This design comes from an exercise in tuning for a short achievable clock period and few clock cycles on the open sky130 flow, not from production work. Only simulation tests tie the RTL to the original design; equivalence was not proved. Power figures rest on the tool's default switching activity, not on a simulated workload.

==> job 684: inputs <==
==> flow/design.v <==
package irs_pkg;
  localparam int unsigned PID_W  = 4;
  localparam int unsigned LINK_W = 5;
  localparam int unsigned TAG_W  = 16;
  localparam int unsigned TICK_W = 8;
  typedef enum logic [2:0] {
    CMD_SEND  = 3'd0,
    CMD_RECV  = 3'd1,
    CMD_SCHED = 3'd2,
    CMD_POST  = 3'd3,
    CMD_LOAD  = 3'd4,
    CMD_TICK  = 3'd5
  } cmd_e;
  localparam logic [2:0] STS_DELIVERED = 3'd0;
  localparam logic [2:0] STS_BLOCKED   = 3'd1;
  localparam logic [2:0] STS_DEADLOCK  = 3'd2;
  localparam logic [2:0] STS_INT       = 3'd3;
  localparam logic [2:0] STS_DONE      = 3'd4;
  localparam logic [2:0] STS_IDLE_ALL  = 3'd5;
  localparam logic [1:0] PS_RUN  = 2'd0;
  localparam logic [1:0] PS_SEND = 2'd1;
  localparam logic [1:0] PS_RECV = 2'd2;
  localparam logic [LINK_W-1:0] PEER_ANY = 5'd16;
  localparam logic [LINK_W-1:0] PEER_INT = 5'd17;
  localparam logic [LINK_W-1:0] NO_LINK  = 5'd16;
  typedef struct packed {
    logic [1:0]        proc_state;
    logic [PID_W-1:0]  send_target;
    logic [LINK_W-1:0] recv_source;
    logic              int_pending;
    logic [LINK_W-1:0] queue_head;
    logic [LINK_W-1:0] queue_next;
    logic [TAG_W-1:0]  buffer_tag;
    logic [TICK_W-1:0] tick_left;
    logic [TICK_W-1:0] prio;
  } rec_t;
  localparam rec_t REC_RESET = {
    PS_RUN, {PID_W{1'b0}}, {LINK_W{1'b0}}, 1'b0,
    NO_LINK, NO_LINK, {TAG_W{1'b0}}, {TICK_W{1'b0}}, {TICK_W{1'b0}}
  };
endpackage
module ipc_rendezvous_scheduler #(
  parameter int unsigned NUM_TASKS = 4,
  parameter int unsigned NUM_USER  = 12
) (
  input  logic        clk_i,
  input  logic        rst_ni,
  input  logic        s_axis_tvalid,
  output logic        s_axis_tready,
  input  logic [39:0] s_axis_tdata,
  output logic        m_axis_tvalid,
  input  logic        m_axis_tready,
  output logic [31:0] m_axis_tdata
);
  localparam int N = 16;
  logic        rdy_q;
  logic        cv_q;
  logic [5:0]  op_q;       
  logic [3:0]  c_q;
  logic [N-1:0] coh_q;
  logic [N-1:0] poh_q;     
  logic        pnamed_q;   
  logic        pany_q, pint_q;
  logic [15:0] tag_q;
  logic [7:0]  val_q;
  logic        accept;
  assign s_axis_tready = rdy_q;
  assign accept        = s_axis_tvalid && rdy_q;
  always_ff @(posedge clk_i or negedge rst_ni) begin
    if (!rst_ni) begin
      cv_q <= 1'b0;
    end else begin
      cv_q <= accept;
    end
  end
  always_ff @(posedge clk_i) begin
    begin
      for (int k = 0; k < 6; k++) op_q[k] <= (s_axis_tdata[2:0] == 3'(k));
      c_q      <= s_axis_tdata[6:3];
      for (int k = 0; k < N; k++) begin
        coh_q[k] <= (s_axis_tdata[6:3] == 4'(k));
        poh_q[k] <= (s_axis_tdata[11:7] == 5'(k));
      end
      pnamed_q <= !s_axis_tdata[11] && (s_axis_tdata[10:7] != s_axis_tdata[6:3]);
      pany_q   <= (s_axis_tdata[11:7] == irs_pkg::PEER_ANY);
      pint_q   <= (s_axis_tdata[11:7] == irs_pkg::PEER_INT);
      tag_q    <= s_axis_tdata[27:12];
      val_q    <= s_axis_tdata[35:28];
    end
  end
  logic [N-1:0]        snd_q, rcv_q;           
  logic [N-1:0][N-1:0] tgt_q;                  
  logic [N-1:0]        rany_q, rint_q;         
  logic [N-1:0][N-1:0] rsrc_q;                 
  logic [N-1:0]        ip_q;                   
  logic [N-1:0][15:0]  btag_q;                 
  logic [N-1:0][7:0]   tick_q, prio_q;
  logic [N-1:0][N-1:0] reach_q;                
  logic [N-1:0][N-1:0] older_q;                
  logic [N-1:0][N-1:0] head_q;                 
  logic [3:0]          run_q;
  logic [N-1:0]        runoh_q;
  logic [N-1:0]        nz_q, one_q;            
  logic [N-1:0]        nz_d, one_d;
  logic [N-1:0]        snd_d, rcv_d, rany_d, rint_d, ip_d;
  logic [N-1:0][N-1:0] tgt_d, rsrc_d, reach_d, older_d, head_d;
  logic [N-1:0][15:0]  btag_d;
  logic [N-1:0][7:0]   tick_d, prio_d;
  logic [3:0]          run_d;
  logic [N-1:0]        runoh_d;
  logic [N-1:0] runable, reach_p, wait_c, tgt_c, q_c, head_c, q2, second_c, src_oh;
  logic [N-1:0] excl, runn, cand1, cand2, win1, win2;
  logic         is_send, is_recv, is_sched, is_post, is_load, is_tick;
  logic         c_run, dl, dlv, s_valid, s_block;
  logic         r_valid, r_int, hv, p_to_c, r_any_dlv, r_named_dlv, r_dlv, r_block;
  logic         c_ip, po_int;
  logic         t_sched, sched, any1, any2, refill, do_ins;
  logic [3:0]   w1_pid, w2_pid, src_pid;
  logic [15:0]  src_tag;
  logic [2:0]   sts;
  logic [4:0]   from;
  logic [3:0]   to;
  logic [15:0]  dtag;
  logic [N-1:0][N-1:0] beat1, beat2, older_t;
  always_comb begin
    {is_send, is_recv, is_sched, is_post, is_load, is_tick} = 6'b0;
    if (cv_q) begin
      is_send  = op_q[0];
      is_recv  = op_q[1];
      is_sched = op_q[2];
      is_post  = op_q[3];
      is_load  = op_q[4];
      is_tick  = op_q[5];
    end
    runable = ~snd_q & ~rcv_q;
    c_run   = |(coh_q & runable);
    c_ip    = |(coh_q & ip_q);
    reach_p = '0;
    for (int i = 0; i < N; i++) if (poh_q[i]) reach_p |= reach_q[i];
    for (int i = 0; i < N; i++) begin
      wait_c[i] = rcv_q[i] && (rany_q[i] || |(rsrc_q[i] & coh_q));
      tgt_c[i]  = snd_q[i] && |(tgt_q[i] & coh_q);
    end
    q_c    = tgt_c;                            
    head_c = '0;
    for (int i = 0; i < N; i++) if (coh_q[i]) head_c |= head_q[i];
    hv     = |head_c;
    q2     = q_c & ~head_c;
    for (int i = 0; i < N; i++) begin
      older_t[i] = '0;
      for (int j = 0; j < N; j++) older_t[i][j] = older_q[j][i];
      second_c[i] = q2[i] && !(|(q2 & older_t[i]));
    end
    dl      = |(reach_p & coh_q);
    dlv     = |(poh_q & wait_c);
    s_valid = is_send && pnamed_q && c_run;
    s_block = s_valid && !dl && !dlv;
    r_valid     = is_recv && (pany_q || pint_q || pnamed_q) && c_run;
    r_int       = r_valid && c_ip && (pany_q || pint_q);
    p_to_c      = |(poh_q & tgt_c);
    r_any_dlv   = r_valid && !r_int && pany_q && hv;
    r_named_dlv = r_valid && pnamed_q && p_to_c;
    r_dlv       = r_any_dlv || r_named_dlv;
    r_block     = r_valid && !r_int && !r_dlv;
    src_oh      = pany_q ? head_c : poh_q;
    src_pid     = '0;
    src_tag     = '0;
    for (int i = 0; i < N; i++) if (src_oh[i]) begin
      src_pid |= 4'(i);
      src_tag |= btag_q[i];
    end
    po_int = is_post && |(coh_q & rcv_q & (rany_q | rint_q));
    t_sched = is_tick && |(runoh_q & one_q);
    excl = '0;
    runn = runable;
    if (op_q[0] || op_q[1]) begin
      excl = coh_q;
      runn = runable & ~coh_q;
    end else if (op_q[5]) begin
      excl = runoh_q;
    end
    for (int i = 0; i < N; i++) begin
      cand1[i] = runable[i] && !excl[i] && nz_q[i];
      cand2[i] = runn[i] && (prio_q[i] != 8'd0);
    end
    for (int i = 0; i < N; i++) begin
      for (int j = 0; j < N; j++) begin
        if (i == j) begin
          beat1[i][j] = 1'b1;
          beat2[i][j] = 1'b1;
        end else if (i < j) begin
          beat1[i][j] = tick_q[i] >= tick_q[j];
          beat2[i][j] = prio_q[i] >= prio_q[j];
        end else begin
          beat1[i][j] = tick_q[i] > tick_q[j];
          beat2[i][j] = prio_q[i] > prio_q[j];
        end
      end
      win1[i] = cand1[i] && &(~cand1 | beat1[i]);
      win2[i] = cand2[i] && &(~cand2 | beat2[i]);
    end
    any1   = |cand1;
    any2   = |cand2;
    w1_pid = '0;
    w2_pid = '0;
    for (int i = 0; i < N; i++) begin
      if (win1[i]) w1_pid |= 4'(i);
      if (win2[i]) w2_pid |= 4'(i);
    end
    sched  = is_sched || s_block || r_block || t_sched;
    refill = sched && !any1;
    sts  = irs_pkg::STS_DONE;
    from = '0;
    to   = '0;
    dtag = '0;
    if (s_valid) begin
      if (dl) begin
        sts = irs_pkg::STS_DEADLOCK;
      end else if (dlv) begin
        sts  = irs_pkg::STS_DELIVERED;
        from = {1'b0, c_q};
        for (int i = 0; i < N; i++) if (poh_q[i]) to = 4'(i);
        dtag = tag_q;
      end else begin
        sts = irs_pkg::STS_BLOCKED;
      end
    end
    if (r_int || po_int) begin
      sts  = irs_pkg::STS_INT;
      from = irs_pkg::PEER_INT;
      to   = c_q;
    end
    if (r_dlv) begin
      sts  = irs_pkg::STS_DELIVERED;
      from = {1'b0, src_pid};
      to   = c_q;
      dtag = src_tag;
    end
    if (r_block) sts = irs_pkg::STS_BLOCKED;
    if ((is_sched || t_sched) && !any1 && !any2) sts = irs_pkg::STS_IDLE_ALL;
    run_d   = run_q;
    runoh_d = runoh_q;
    if (sched && any1) begin
      run_d   = w1_pid;
      runoh_d = win1;
    end else if (sched && any2) begin
      run_d   = w2_pid;
      runoh_d = win2;
    end
    snd_d   = snd_q;
    rcv_d   = rcv_q;
    tgt_d   = tgt_q;
    rany_d  = rany_q;
    rint_d  = rint_q;
    rsrc_d  = rsrc_q;
    ip_d    = ip_q;
    btag_d  = btag_q;
    tick_d  = tick_q;
    nz_d    = nz_q;
    one_d   = one_q;
    prio_d  = prio_q;
    reach_d = reach_q;
    older_d = older_q;
    head_d  = head_q;
    for (int i = 0; i < N; i++) begin
      if ((s_valid && !dl && dlv && poh_q[i]) || (po_int && coh_q[i])) rcv_d[i] = 1'b0;
      if (s_block && coh_q[i]) snd_d[i] = 1'b1;
      if (is_send && c_run) begin
        if (coh_q[i]) begin
          tgt_d[i]   = poh_q;
          btag_d[i]  = tag_q;
          older_d[i] = '0;
        end else begin
          older_d[i][c_q] = 1'b1;
        end
      end
      if (s_block) begin
        if (poh_q[i] && !(|head_q[i])) head_d[i] = coh_q;
        if (coh_q[i] || reach_q[i][c_q]) reach_d[i] = reach_q[i] | poh_q | reach_p;
      end
      if (r_block && coh_q[i]) rcv_d[i] = 1'b1;
      if (is_recv && c_run && coh_q[i]) begin
        rany_d[i] = pany_q;
        rint_d[i] = pint_q;
        rsrc_d[i] = poh_q;
      end
      if (r_int && coh_q[i]) ip_d[i] = 1'b0;
      if (is_post && !po_int && coh_q[i]) ip_d[i] = 1'b1;
      if (r_dlv) begin
        if (src_oh[i]) snd_d[i] = 1'b0;
        if (src_oh[i] || |(reach_q[i] & src_oh)) reach_d[i] = reach_q[i] & ~coh_q;
        if (coh_q[i] && (pany_q || |(head_c & poh_q))) head_d[i] = second_c;
      end
      if (is_load && coh_q[i]) prio_d[i] = val_q;
      if (is_tick && nz_q[i] && runoh_q[i]) begin
        tick_d[i] = tick_q[i] - 8'd1;
        nz_d[i]   = !one_q[i];
        one_d[i]  = (tick_q[i] == 8'd2);
      end
      if (refill && runn[i]) begin
        tick_d[i] = prio_q[i];
        nz_d[i]   = (prio_q[i] != 8'd0);
        one_d[i]  = (prio_q[i] == 8'd1);
      end
    end
  end
  always_ff @(posedge clk_i or negedge rst_ni) begin
    if (!rst_ni) begin
      snd_q   <= '0;
      rcv_q   <= '0;
      tgt_q   <= '0;
      rany_q  <= '0;
      rint_q  <= '0;
      rsrc_q  <= '0;
      ip_q    <= '0;
      tick_q  <= '0;
      nz_q    <= '0;
      one_q   <= '0;
      prio_q  <= '0;
      reach_q <= '0;
      older_q <= '0;
      head_q  <= '0;
      run_q   <= '0;
      runoh_q <= 16'd1;
    end else if (cv_q) begin
      snd_q   <= snd_d;
      rcv_q   <= rcv_d;
      tgt_q   <= tgt_d;
      rany_q  <= rany_d;
      rint_q  <= rint_d;
      rsrc_q  <= rsrc_d;
      ip_q    <= ip_d;
      tick_q  <= tick_d;
      nz_q    <= nz_d;
      one_q   <= one_d;
      prio_q  <= prio_d;
      reach_q <= reach_d;
      older_q <= older_d;
      head_q  <= head_d;
      run_q   <= run_d;
      runoh_q <= runoh_d;
    end
  end
  always_ff @(posedge clk_i) begin
    if (cv_q) btag_q <= btag_d;
  end
  logic        res_v_q;
  logic [31:0] res_q;
  logic [2:0]  cnt_q, cnt_d;
  logic [3:0][31:0] fifo_q, fifo_d;
  logic        pop;
  logic        vld_q;
  assign m_axis_tvalid = vld_q;
  assign m_axis_tdata  = fifo_q[0];
  assign pop           = m_axis_tvalid && m_axis_tready;
  always_comb begin
    fifo_d = fifo_q;
    if (pop) fifo_d = {32'b0, fifo_q[3:1]};
    cnt_d = cnt_q - 3'(pop);
    if (res_v_q) begin
      fifo_d[cnt_d[1:0]] = res_q;
      cnt_d = cnt_d + 3'd1;
    end
  end
  always_ff @(posedge clk_i or negedge rst_ni) begin
    if (!rst_ni) begin
      res_v_q <= 1'b0;
      cnt_q   <= '0;
      vld_q   <= 1'b0;
      rdy_q   <= 1'b1;
    end else begin
      res_v_q <= cv_q;
      cnt_q   <= cnt_d;
      vld_q   <= (cnt_d != 3'd0);
      rdy_q   <= (cnt_d + 3'(accept) + 3'(cv_q)) < 3'd4;
    end
  end
  always_ff @(posedge clk_i) begin
    if (cv_q) res_q <= {run_d, dtag, to, from, sts};
    fifo_q <= fifo_d;
  end
endmodule
==> flow/run.sh <==
#!/bin/bash
# synth_recipe.tcl (not shown) runs the flow's synth.tcl, then flattens the netlist and writes it again
# the make line also repeats each setting of config.mk as NAME=value (left out here)
make -C /OpenROAD-flow-scripts/flow DESIGN_CONFIG=/design/flow/config.mk WORK_HOME=/design/flow/orfs CLKGATE_MAP_FILE= SYNTH_SCRIPT=/design/flow/synth_recipe.tcl finish
==> flow/config.mk <==
export PLATFORM = sky130hd
export DESIGN_NAME = ipc_rendezvous_scheduler
export DESIGN_NICKNAME = ipc_rendezvous_scheduler
export VERILOG_FILES = /design/flow/design.v
export SDC_FILE = /design/flow/constraint.sdc
export NUM_CORES = 4
export LEC_CHECK = 0
export ABC_CLOCK_PERIOD_IN_PS = 3000
export CAP_MARGIN = 20
export CORE_MARGIN = 2
export CORE_UTILIZATION = 55
export SETUP_SLACK_MARGIN = 2.5
export SLEW_MARGIN = 20
==> flow/constraint.sdc <==
create_clock -name core_clock -period 6.0 [get_ports {clk_i}]
set_input_delay 1.2000 -clock core_clock [delete_from_list [all_inputs] [get_ports {clk_i}]]
set_output_delay 1.2000 -clock core_clock [all_outputs]
set_load 0.01 [all_outputs]
==> job 5883: changes against job 684 <==
==> flow/design.v, changed modules only <==
module ipc_rendezvous_scheduler #(
  parameter int unsigned NUM_TASKS = 4,
  parameter int unsigned NUM_USER  = 12
) (
  input  logic        clk_i,
  input  logic        rst_ni,
  input  logic        s_axis_tvalid,
  output logic        s_axis_tready,
  input  logic [39:0] s_axis_tdata,
  output logic        m_axis_tvalid,
  input  logic        m_axis_tready,
  output logic [31:0] m_axis_tdata
);
  localparam int N = 16;
  logic        rdy_q;
  logic        cv_q;
  logic [5:0]  op_q;       
  logic [3:0]  c_q;
  logic [N-1:0] coh_q;
  logic [N-1:0] poh_q;     
  logic        pnamed_q;   
  logic        pany_q, pint_q;
  logic [15:0] tag_q;
  logic [7:0]  val_q;
  logic        accept;
  assign s_axis_tready = rdy_q;
  assign accept        = s_axis_tvalid && rdy_q;
  always_ff @(posedge clk_i or negedge rst_ni) begin
    if (!rst_ni) begin
      cv_q <= 1'b0;
    end else begin
      cv_q <= accept;
    end
  end
  always_ff @(posedge clk_i) begin
    if (accept) begin
      for (int k = 0; k < 6; k++) op_q[k] <= (s_axis_tdata[2:0] == 3'(k));
      c_q      <= s_axis_tdata[6:3];
      for (int k = 0; k < N; k++) begin
        coh_q[k] <= (s_axis_tdata[6:3] == 4'(k));
        poh_q[k] <= (s_axis_tdata[11:7] == 5'(k));
      end
      pnamed_q <= !s_axis_tdata[11] && (s_axis_tdata[10:7] != s_axis_tdata[6:3]);
      pany_q   <= (s_axis_tdata[11:7] == irs_pkg::PEER_ANY);
      pint_q   <= (s_axis_tdata[11:7] == irs_pkg::PEER_INT);
      tag_q    <= s_axis_tdata[27:12];
      val_q    <= s_axis_tdata[35:28];
    end
  end
  logic [N-1:0]        snd_q, rcv_q;           
  logic [N-1:0][N-1:0] tgt_q;                  
  logic [N-1:0]        rany_q, rint_q;         
  logic [N-1:0][N-1:0] rsrc_q;                 
  logic [N-1:0]        ip_q;                   
  logic [N-1:0][15:0]  btag_q;                 
  logic [N-1:0][7:0]   tick_q, prio_q;
  logic [N-1:0][N-1:0] reach_q;                
  logic [N-1:0][N-1:0] older_q;                
  logic [N-1:0][N-1:0] head_q;                 
  logic [3:0]          run_q;
  logic [N-1:0]        runoh_q;
  logic [N-1:0]        snd_d, rcv_d, rany_d, rint_d, ip_d;
  logic [N-1:0][N-1:0] tgt_d, rsrc_d, reach_d, older_d, head_d;
  logic [N-1:0][15:0]  btag_d;
  logic [N-1:0][7:0]   tick_d, prio_d;
  logic [3:0]          run_d;
  logic [N-1:0]        runoh_d;
  logic [N-1:0] runable, reach_p, wait_c, tgt_c, q_c, head_c, q2, second_c, src_oh;
  logic [N-1:0] excl, runn, cand1, cand2, win1, win2;
  logic         is_send, is_recv, is_sched, is_post, is_load, is_tick;
  logic         c_run, dl, dlv, s_valid, s_block;
  logic         r_valid, r_int, hv, p_to_c, r_any_dlv, r_named_dlv, r_dlv, r_block;
  logic         c_ip, po_int;
  logic [7:0]   t_run;
  logic         t_nz, t_sched, sched, any1, any2, refill, do_ins;
  logic [3:0]   w1_pid, w2_pid, src_pid;
  logic [15:0]  src_tag;
  logic [2:0]   sts;
  logic [4:0]   from;
  logic [3:0]   to;
  logic [15:0]  dtag;
  logic [N-1:0][N-1:0] beat1, beat2, older_t;
  logic [N-1:0] reach_s;
  always_comb begin
    {is_send, is_recv, is_sched, is_post, is_load, is_tick} = 6'b0;
    if (cv_q) begin
      is_send  = op_q[0];
      is_recv  = op_q[1];
      is_sched = op_q[2];
      is_post  = op_q[3];
      is_load  = op_q[4];
      is_tick  = op_q[5];
    end
    runable = ~snd_q & ~rcv_q;
    c_run   = |(coh_q & runable);
    c_ip    = |(coh_q & ip_q);
    reach_p = '0;
    for (int i = 0; i < N; i++) if (poh_q[i]) reach_p |= reach_q[i];
    for (int i = 0; i < N; i++) begin
      wait_c[i] = rcv_q[i] && (rany_q[i] || |(rsrc_q[i] & coh_q));
      tgt_c[i]  = |(tgt_q[i] & coh_q);
    end
    q_c    = tgt_c;                            
    head_c = '0;
    for (int i = 0; i < N; i++) if (coh_q[i]) head_c |= head_q[i];
    hv     = |head_c;
    q2     = q_c & ~head_c;
    for (int i = 0; i < N; i++) begin
      older_t[i] = '0;
      for (int j = 0; j < N; j++) older_t[i][j] = older_q[j][i];
      second_c[i] = q2[i] && !(|(q2 & older_t[i]));
    end
    dl      = |(reach_p & coh_q);
    dlv     = |(poh_q & wait_c);
    s_valid = is_send && pnamed_q && c_run;
    s_block = s_valid && !dl && !dlv;
    r_valid     = is_recv && (pany_q || pint_q || pnamed_q) && c_run;
    r_int       = r_valid && c_ip && (pany_q || pint_q);
    p_to_c      = |(poh_q & tgt_c);
    r_any_dlv   = r_valid && !r_int && pany_q && hv;
    r_named_dlv = r_valid && pnamed_q && p_to_c;
    r_dlv       = r_any_dlv || r_named_dlv;
    r_block     = r_valid && !r_int && !r_dlv;
    src_oh      = pany_q ? head_c : poh_q;
    src_pid     = '0;
    src_tag     = '0;
    for (int i = 0; i < N; i++) if (src_oh[i]) begin
      src_pid |= 4'(i);
      src_tag |= btag_q[i];
    end
    reach_s = '0;
    for (int i = 0; i < N; i++) if (src_oh[i]) reach_s |= reach_q[i];
    po_int = is_post && |(coh_q & rcv_q & (rany_q | rint_q));
    t_run = '0;
    for (int i = 0; i < N; i++) if (runoh_q[i]) t_run |= tick_q[i];
    t_nz    = (t_run != 8'd0);
    t_sched = is_tick && (t_run == 8'd1);
    excl = '0;
    runn = runable;
    if (op_q[0] || op_q[1]) begin
      excl = coh_q;
      runn = runable & ~coh_q;
    end else if (op_q[5]) begin
      excl = runoh_q;
    end
    for (int i = 0; i < N; i++) begin
      cand1[i] = runable[i] && !excl[i] && (tick_q[i] != 8'd0);
      cand2[i] = runn[i] && (prio_q[i] != 8'd0);
    end
    for (int i = 0; i < N; i++) begin
      for (int j = 0; j < N; j++) begin
        if (i == j) begin
          beat1[i][j] = 1'b1;
          beat2[i][j] = 1'b1;
        end else if (i < j) begin
          beat1[i][j] = tick_q[i] >= tick_q[j];
          beat2[i][j] = prio_q[i] >= prio_q[j];
        end else begin
          beat1[i][j] = tick_q[i] > tick_q[j];
          beat2[i][j] = prio_q[i] > prio_q[j];
        end
      end
      win1[i] = cand1[i] && &(~cand1 | beat1[i]);
      win2[i] = cand2[i] && &(~cand2 | beat2[i]);
    end
    any1   = |cand1;
    any2   = |cand2;
    w1_pid = '0;
    w2_pid = '0;
    for (int i = 0; i < N; i++) begin
      if (win1[i]) w1_pid |= 4'(i);
      if (win2[i]) w2_pid |= 4'(i);
    end
    sched  = is_sched || s_block || r_block || t_sched;
    refill = sched && !any1;
    sts  = irs_pkg::STS_DONE;
    from = '0;
    to   = '0;
    dtag = '0;
    if (s_valid) begin
      if (dl) begin
        sts = irs_pkg::STS_DEADLOCK;
      end else if (dlv) begin
        sts  = irs_pkg::STS_DELIVERED;
        from = {1'b0, c_q};
        for (int i = 0; i < N; i++) if (poh_q[i]) to = 4'(i);
        dtag = tag_q;
      end else begin
        sts = irs_pkg::STS_BLOCKED;
      end
    end
    if (r_int || po_int) begin
      sts  = irs_pkg::STS_INT;
      from = irs_pkg::PEER_INT;
      to   = c_q;
    end
    if (r_dlv) begin
      sts  = irs_pkg::STS_DELIVERED;
      from = {1'b0, src_pid};
      to   = c_q;
      dtag = src_tag;
    end
    if (r_block) sts = irs_pkg::STS_BLOCKED;
    if ((is_sched || t_sched) && !any1 && !any2) sts = irs_pkg::STS_IDLE_ALL;
    run_d   = run_q;
    runoh_d = runoh_q;
    if (sched && any1) begin
      run_d   = w1_pid;
      runoh_d = win1;
    end else if (sched && any2) begin
      run_d   = w2_pid;
      runoh_d = win2;
    end
    snd_d   = snd_q;
    rcv_d   = rcv_q;
    tgt_d   = tgt_q;
    rany_d  = rany_q;
    rint_d  = rint_q;
    rsrc_d  = rsrc_q;
    ip_d    = ip_q;
    btag_d  = btag_q;
    tick_d  = tick_q;
    prio_d  = prio_q;
    reach_d = reach_q;
    older_d = older_q;
    head_d  = head_q;
    for (int i = 0; i < N; i++) begin
      if ((s_valid && !dl && dlv && poh_q[i]) || (po_int && coh_q[i])) begin
        rcv_d[i]  = 1'b0;
        rany_d[i] = 1'b0;
        rint_d[i] = 1'b0;
        rsrc_d[i] = '0;
      end
      if (s_block && coh_q[i]) begin
        snd_d[i]  = 1'b1;
        tgt_d[i]  = poh_q;
        btag_d[i] = tag_q;
      end
      if (s_block) begin
        older_d[i][c_q] = 1'b1;
        if (coh_q[i]) older_d[i] = '0;
        if (poh_q[i] && !(|head_q[i])) head_d[i] = coh_q;
        if (coh_q[i] || reach_q[i][c_q]) reach_d[i] = reach_q[i] | poh_q | reach_p;
      end
      if (r_block && coh_q[i]) begin
        rcv_d[i]  = 1'b1;
        rany_d[i] = pany_q;
        rint_d[i] = pint_q;
        rsrc_d[i] = poh_q;
      end
      if (r_int && coh_q[i]) ip_d[i] = 1'b0;
      if (is_post && !po_int && coh_q[i]) ip_d[i] = 1'b1;
      if (r_dlv) begin
        if (src_oh[i]) begin
          snd_d[i]   = 1'b0;
          tgt_d[i]   = '0;
          reach_d[i] = '0;
        end else if (|(reach_q[i] & src_oh)) begin
          reach_d[i] = reach_q[i] & ~reach_s;
        end
        if (coh_q[i] && |(head_c & src_oh)) head_d[i] = second_c;
      end
      if (is_load && coh_q[i]) prio_d[i] = val_q;
      if (is_tick && t_nz && runoh_q[i]) tick_d[i] = tick_q[i] - 8'd1;
      if (refill && runn[i]) tick_d[i] = prio_q[i];
    end
  end
  always_ff @(posedge clk_i or negedge rst_ni) begin
    if (!rst_ni) begin
      snd_q   <= '0;
      rcv_q   <= '0;
      tgt_q   <= '0;
      rany_q  <= '0;
      rint_q  <= '0;
      rsrc_q  <= '0;
      ip_q    <= '0;
      tick_q  <= '0;
      prio_q  <= '0;
      reach_q <= '0;
      older_q <= '0;
      head_q  <= '0;
      run_q   <= '0;
      runoh_q <= 16'd1;
    end else if (cv_q) begin
      snd_q   <= snd_d;
      rcv_q   <= rcv_d;
      tgt_q   <= tgt_d;
      rany_q  <= rany_d;
      rint_q  <= rint_d;
      rsrc_q  <= rsrc_d;
      ip_q    <= ip_d;
      tick_q  <= tick_d;
      prio_q  <= prio_d;
      reach_q <= reach_d;
      older_q <= older_d;
      head_q  <= head_d;
      run_q   <= run_d;
      runoh_q <= runoh_d;
    end
  end
  always_ff @(posedge clk_i) begin
    if (cv_q) btag_q <= btag_d;
  end
  logic        res_v_q;
  logic [31:0] res_q;
  logic [2:0]  cnt_q, cnt_d;
  logic [3:0][31:0] fifo_q, fifo_d;
  logic        pop;
  assign m_axis_tvalid = (cnt_q != 3'd0);
  assign m_axis_tdata  = fifo_q[0];
  assign pop           = m_axis_tvalid && m_axis_tready;
  always_comb begin
    fifo_d = fifo_q;
    if (pop) fifo_d = {32'b0, fifo_q[3:1]};
    cnt_d = cnt_q - 3'(pop);
    if (res_v_q) begin
      fifo_d[cnt_d[1:0]] = res_q;
      cnt_d = cnt_d + 3'd1;
    end
  end
  always_ff @(posedge clk_i or negedge rst_ni) begin
    if (!rst_ni) begin
      res_v_q <= 1'b0;
      cnt_q   <= '0;
      rdy_q   <= 1'b1;
    end else begin
      res_v_q <= cv_q;
      cnt_q   <= cnt_d;
      rdy_q   <= (cnt_d + 3'(accept) + 3'(cv_q)) < 3'd4;
    end
  end
  always_ff @(posedge clk_i) begin
    if (cv_q) res_q <= {run_d, dtag, to, from, sts};
    fifo_q <= fifo_d;
  end
endmodule
--- a/flow/config.mk
+++ b/flow/config.mk
@@ -7,7 +7,5 @@
 export LEC_CHECK = 0
-export ABC_CLOCK_PERIOD_IN_PS = 3000
 export CAP_MARGIN = 20
 export CORE_MARGIN = 2
-export CORE_UTILIZATION = 55
-export SETUP_SLACK_MARGIN = 2.5
+export CORE_UTILIZATION = 40
 export SLEW_MARGIN = 20
==> comparison table <==
quantity                                                 job 5883                        job 684
Non-clock inverter total of the final layout                  465                            458
First-pass GRT wire length                              977000 um                     1020000 um
Global routing usage summed across all routing layers       0.367                          0.531
Cell count after placement                                  19500                          18500
Non-clock buffering overhead in the final layout           0.0412                         0.0833
Result of the run                        timing/DRC/antenna clean                failed layout checks
Reasons for failing layout checks                               -  capacitance limit, slew limit
Max Clock Skew                                           0.114 ns                       0.106 ns
Reported combinational group power                       65500 uW                       32500 uW
Overall power consumption                               106000 uW                       66100 uW
Sequential power share                                      0.236                          0.277
Final Critical Period                                     5.59 ns                        4.61 ns
Largest driver fanout on the critical path                     35                              9
Peak Freq                                               0.179 GHz                      0.217 GHz
Testbench counts of job 684, summed over its fixed seeds: cycles 4,824.
Testbench counts of job 5883, summed over its fixed seeds: cycles 4,824.

-- what the ideal ports hide --
Ports are ideal in the flow. The routed layouts listed here were re-timed in OpenROAD.
Step 1, drivers: a clkbuf_16 drives clk_i and a buf_2 each remaining input, both assumed.
Step 2 times the ports against the registers' clock, not the clock port: input delays grow and output delays shrink by t, the midpoint of the rising clock arrivals with the driver on.
Slacks: ideal / step 1 / step 2; pairs: ideal / step 1.
run | shift t [ns] | setup WS [ns] | clock arrival spread, ns | worst register clock-pin slew, ns | pins driven straight from the clock port
job 684 | 1.049 | 1.390 / 1.390 / 1.390 | 0.106 / 0.106 | 0.08 / 0.08 | 1
job 5883 | 1.052 | 0.409 / 0.409 / 0.409 | 0.118 / 0.117 | 0.09 / 0.09 | 1
